From an optimization exercise on the open Yosys and OpenROAD flow, aimed at small area; shortcuts taken in it are not production practice. The RTL was checked by simulation tests, not by an equivalence proof against the original design. No activity file was given, so power comes from the tool's default toggle rates.

==> v4 <==
==> flow/design.v <==
`default_nettype none
module fft_pingpong_ctrl #(
  parameter int vector_size = 16,
  parameter int N           = 32
) (
  input  logic                              clk,
  input  logic                              rst,
  input  logic                              start,
  input  logic                              load_valid,
  input  logic [$clog2(N)-1:0]              load_addr,
  input  logic [2*vector_size-1:0]          load_data,
  input  logic                              load_last,
  input  logic [$clog2(N)-1:0]              rd_address1,
  input  logic [$clog2(N)-1:0]              rd_address2,
  output logic [2*vector_size-1:0]          samp1,
  output logic [2*vector_size-1:0]          samp2,
  input  logic                              wr_en,
  input  logic [$clog2(N)-1:0]              wr_address1,
  input  logic [$clog2(N)-1:0]              wr_address2,
  input  logic [2*vector_size-1:0]          comp1,
  input  logic [2*vector_size-1:0]          comp2,
  input  logic                              stage_done,
  input  logic [$clog2(N)-1:0]              unload_addr,
  output logic [2*vector_size-1:0]          unload_data,
  input  logic                              unload_last,
  output logic [$clog2($clog2(N)):0]        stage,
  output logic                              bank_select,
  output logic                              busy,
  output logic                              done
);
  localparam int LOG2N = $clog2(N);
  localparam int SW    = $clog2(LOG2N) + 1;
  localparam int W     = 2 * vector_size;
  localparam logic [SW-1:0] LAST_STAGE = SW'(LOG2N - 1);
  typedef enum logic [1:0] {
    S_IDLE    = 2'd0,
    S_LOAD    = 2'd1,
    S_COMPUTE = 2'd2,
    S_UNLOAD  = 2'd3
  } state_t;
  state_t          state, state_nxt;
  logic [SW-1:0]   stage_nxt;
  logic            bank_sel_nxt;
  logic            done_nxt;
  always_ff @(posedge clk) begin
    if (rst) begin
      state       <= S_IDLE;
      stage       <= '0;
      bank_select <= 1'b0;
      done        <= 1'b0;
    end else begin
      state       <= state_nxt;
      stage       <= stage_nxt;
      bank_select <= bank_sel_nxt;
      done        <= done_nxt;
    end
  end
  always_comb begin
    state_nxt    = state;
    stage_nxt    = stage;
    bank_sel_nxt = bank_select;
    done_nxt     = 1'b0;
    case (state)
      S_IDLE: begin
        if (start) begin
          state_nxt    = S_LOAD;
          stage_nxt    = '0;
          bank_sel_nxt = 1'b0;
        end
      end
      S_LOAD: begin
        if (load_valid && load_last) begin
          state_nxt    = S_COMPUTE;
          stage_nxt    = '0;
          bank_sel_nxt = 1'b1;
        end
      end
      S_COMPUTE: begin
        if (stage_done) begin
          stage_nxt    = stage + SW'(1);
          bank_sel_nxt = ~bank_select;
          if (stage == LAST_STAGE) begin
            state_nxt = S_UNLOAD;
          end
        end
      end
      S_UNLOAD: begin
        if (unload_last) begin
          state_nxt = S_IDLE;
          done_nxt  = 1'b1;
        end
      end
      default: state_nxt = S_IDLE;
    endcase
  end
  assign busy = (state != S_IDLE);
  logic             load_we;
  logic             comp_we;
  logic [LOG2N-1:0] load_waddr;
  assign load_we = !rst && (state == S_LOAD) && load_valid;
  assign comp_we = !rst && (state == S_COMPUTE) && wr_en;
  assign load_waddr = load_addr;
  logic [W-1:0] bank0 [N];
  logic [W-1:0] bank1 [N];
  always_ff @(posedge clk) begin
    if (load_we) begin
      bank0[load_waddr] <= load_data;
    end
    if (comp_we && !bank_select) begin
      bank0[wr_address1] <= comp1;
      bank0[wr_address2] <= comp2;
    end
  end
  always_ff @(posedge clk) begin
    if (comp_we && bank_select) begin
      bank1[wr_address1] <= comp1;
      bank1[wr_address2] <= comp2;
    end
  end
  logic [W-1:0] rd1_word;
  logic [W-1:0] rd2_word;
  logic [W-1:0] unl_word;
  assign rd1_word = bank_select ? bank0[rd_address1] : bank1[rd_address1];
  assign rd2_word = bank_select ? bank0[rd_address2] : bank1[rd_address2];
  assign unl_word = bank_select ? bank0[unload_addr] : bank1[unload_addr];
  always_ff @(posedge clk) begin
    if (rst) begin
      samp1       <= '0;
      samp2       <= '0;
      unload_data <= '0;
    end else begin
      if (state == S_COMPUTE) begin
        samp1 <= rd1_word;
        samp2 <= rd2_word;
      end
      if (state == S_UNLOAD) begin
        unload_data <= unl_word;
      end
    end
  end
endmodule
`default_nettype wire
==> flow/run.sh <==
#!/bin/bash
# synth_recipe.tcl (not shown) runs the flow's synth.tcl, then flattens the netlist and writes it again
# the make line also repeats each setting of config.mk as NAME=value (left out here)
make -C /OpenROAD-flow-scripts/flow DESIGN_CONFIG=/design/flow/config.mk WORK_HOME=/design/flow/orfs CLKGATE_MAP_FILE= SYNTH_SCRIPT=/design/flow/synth_recipe.tcl finish
==> flow/config.mk <==
export PLATFORM = sky130hd
export DESIGN_NAME = fft_pingpong_ctrl
export DESIGN_NICKNAME = fft_pingpong_ctrl
export VERILOG_FILES = /design/flow/design.v
export SDC_FILE = /design/flow/constraint.sdc
export NUM_CORES = 4
export LEC_CHECK = 0
export CAP_MARGIN = 20
export CORE_MARGIN = 2
export CORE_UTILIZATION = 50
export PLACE_DENSITY = 0.6
export SLEW_MARGIN = 20
==> flow/constraint.sdc <==
create_clock -name core_clock -period 5.0 [get_ports {clk}]
set_input_delay 1.0000 -clock core_clock [delete_from_list [all_inputs] [get_ports {clk}]]
set_output_delay 1.0000 -clock core_clock [all_outputs]
set_load 0.01 [all_outputs]
==> inputs of v2, as changes to v4 <==
--- a/flow/design.v
+++ b/flow/design.v
@@ -94,47 +94,49 @@
     endcase
   end
   assign busy = (state != S_IDLE);
-  logic             load_we;
-  logic             comp_we;
-  logic [LOG2N-1:0] load_waddr;
-  assign load_we = !rst && (state == S_LOAD) && load_valid;
-  assign comp_we = !rst && (state == S_COMPUTE) && wr_en;
-  assign load_waddr = load_addr;
-  logic [W-1:0] bank0 [N];
-  logic [W-1:0] bank1 [N];
-  always_ff @(posedge clk) begin
-    if (load_we) begin
-      bank0[load_waddr] <= load_data;
+  logic in_load, in_comp, in_unload;
+  assign in_load   = (state == S_LOAD);
+  assign in_comp   = (state == S_COMPUTE);
+  assign in_unload = (state == S_UNLOAD);
+  logic             we1, we2, swap;
+  logic [LOG2N-1:0] waddr1;
+  logic [W-1:0]     wdata1;
+  assign we1    = (in_load && load_valid) || (in_comp && wr_en);
+  assign we2    = in_comp && wr_en;
+  assign waddr1 = in_load ? load_addr : wr_address1;
+  assign wdata1 = in_load ? load_data : comp1;
+  assign swap   = (in_load && load_valid && load_last) || (in_comp && stage_done);
+  logic [W-1:0] rbank [N];
+  logic [W-1:0] wbank [N];
+  for (genvar a = 0; a < N; a++) begin : g_word
+    logic         sel1, sel2, wsel;
+    logic [W-1:0] wword, tword;
+    assign sel2  = we2 && (wr_address2 == LOG2N'(a));
+    assign sel1  = we1 && (waddr1 == LOG2N'(a));
+    assign wsel  = sel1 || sel2;
+    assign wword = sel2 ? comp2 : wdata1;
+    assign tword = ({W{wsel}} & wword) | ({W{!wsel}} & wbank[a]);
+    always_ff @(posedge clk) begin
+      if (swap) rbank[a] <= tword;
     end
-    if (comp_we && !bank_select) begin
-      bank0[wr_address1] <= comp1;
-      bank0[wr_address2] <= comp2;
+    always_ff @(posedge clk) begin
+      wbank[a] <= ({W{swap}} & rbank[a]) | ({W{!swap}} & tword);
     end
   end
-  always_ff @(posedge clk) begin
-    if (comp_we && bank_select) begin
-      bank1[wr_address1] <= comp1;
-      bank1[wr_address2] <= comp2;
-    end
-  end
-  logic [W-1:0] rd1_word;
-  logic [W-1:0] rd2_word;
-  logic [W-1:0] unl_word;
-  assign rd1_word = bank_select ? bank0[rd_address1] : bank1[rd_address1];
-  assign rd2_word = bank_select ? bank0[rd_address2] : bank1[rd_address2];
-  assign unl_word = bank_select ? bank0[unload_addr] : bank1[unload_addr];
+  logic [LOG2N-1:0] raddr1;
+  assign raddr1 = in_unload ? unload_addr : rd_address1;
   always_ff @(posedge clk) begin
     if (rst) begin
       samp1       <= '0;
       samp2       <= '0;
       unload_data <= '0;
     end else begin
-      if (state == S_COMPUTE) begin
-        samp1 <= rd1_word;
-        samp2 <= rd2_word;
+      if (in_comp) begin
+        samp1 <= rbank[raddr1];
+        samp2 <= rbank[rd_address2];
       end
-      if (state == S_UNLOAD) begin
-        unload_data <= unl_word;
+      if (in_unload) begin
+        unload_data <= rbank[raddr1];
       end
     end
   end
==> notes.md <==
metric                                                        v2          v4
Final Instance Area                                    0.119 mm2   0.158 mm2
Net switching share of the total power                     34.2%       28.1%
Clock network fraction of total power                      25.2%       39.2%
Largest net degree at the start of global routing            134          67
Simple-Gate Fraction of Synth Area                         7.85%       2.19%
Critical path data required time                         5.79 ns     5.66 ns
Setup clock skew after layout                          0.0705 ns   0.0338 ns
Overall die height                                        457 um      534 um
Total of fill cells in the finished design                 17100       21900
Run status                              timing/DRC/antenna clean  timing/DRC/antenna clean
Fraction of the yosys area taken by sequential cells       52.0%       45.3%
Die span in x                                             457 um      534 um
Worst slack, placed                                    0.0640 ns    0.603 ns
Skew-Pair Late Insertion Delay                           0.95 ns     0.93 ns
Number of synthesis warnings                                   3           1
Clock buffer instance count of the final layout              330         352
Fin Hold WS                                             0.471 ns    0.508 ns
Area share of fa/ha/maj cells after synthesis            0.0853%     0.0624%

==> what the ideal ports hide <==
The flow's constraints put no driver on any port. The routed layouts listed below were extracted and timed again, unchanged, in two steps. Step 1: set_driving_cell puts a clkbuf_16 on clk and a buf_2 on each other input, an assumption about the parent block. Step 2, shift: input delay + t, output delay - t, t = (earliest + latest rising clock arrival at the registers) / 2. This alone moves slack from input paths to output paths. Three values: ideal ports, drivers, drivers and shift; two values: the first two.
| run | t, ns | slack for setup (ns) | hold WS [ns] | latest minus earliest clock arrival (ns) |
|---|---|---|---|---|
| v4 | 1.009 | 0.957 / 0.957 / 0.382 | 0.508 / 0.508 / 0.508 | 0.042 / 0.042 |
| v2 | 1.017 | 0.360 / 0.360 / -0.297 | 0.471 / 0.471 / 0.471 | 0.072 / 0.072 |
Met with ideal ports but missed after step 2: setup timing in v2. For v2, which loses most, drivers alone change the setup slack by 0.000 ns; drivers and shift together by -0.657 ns.
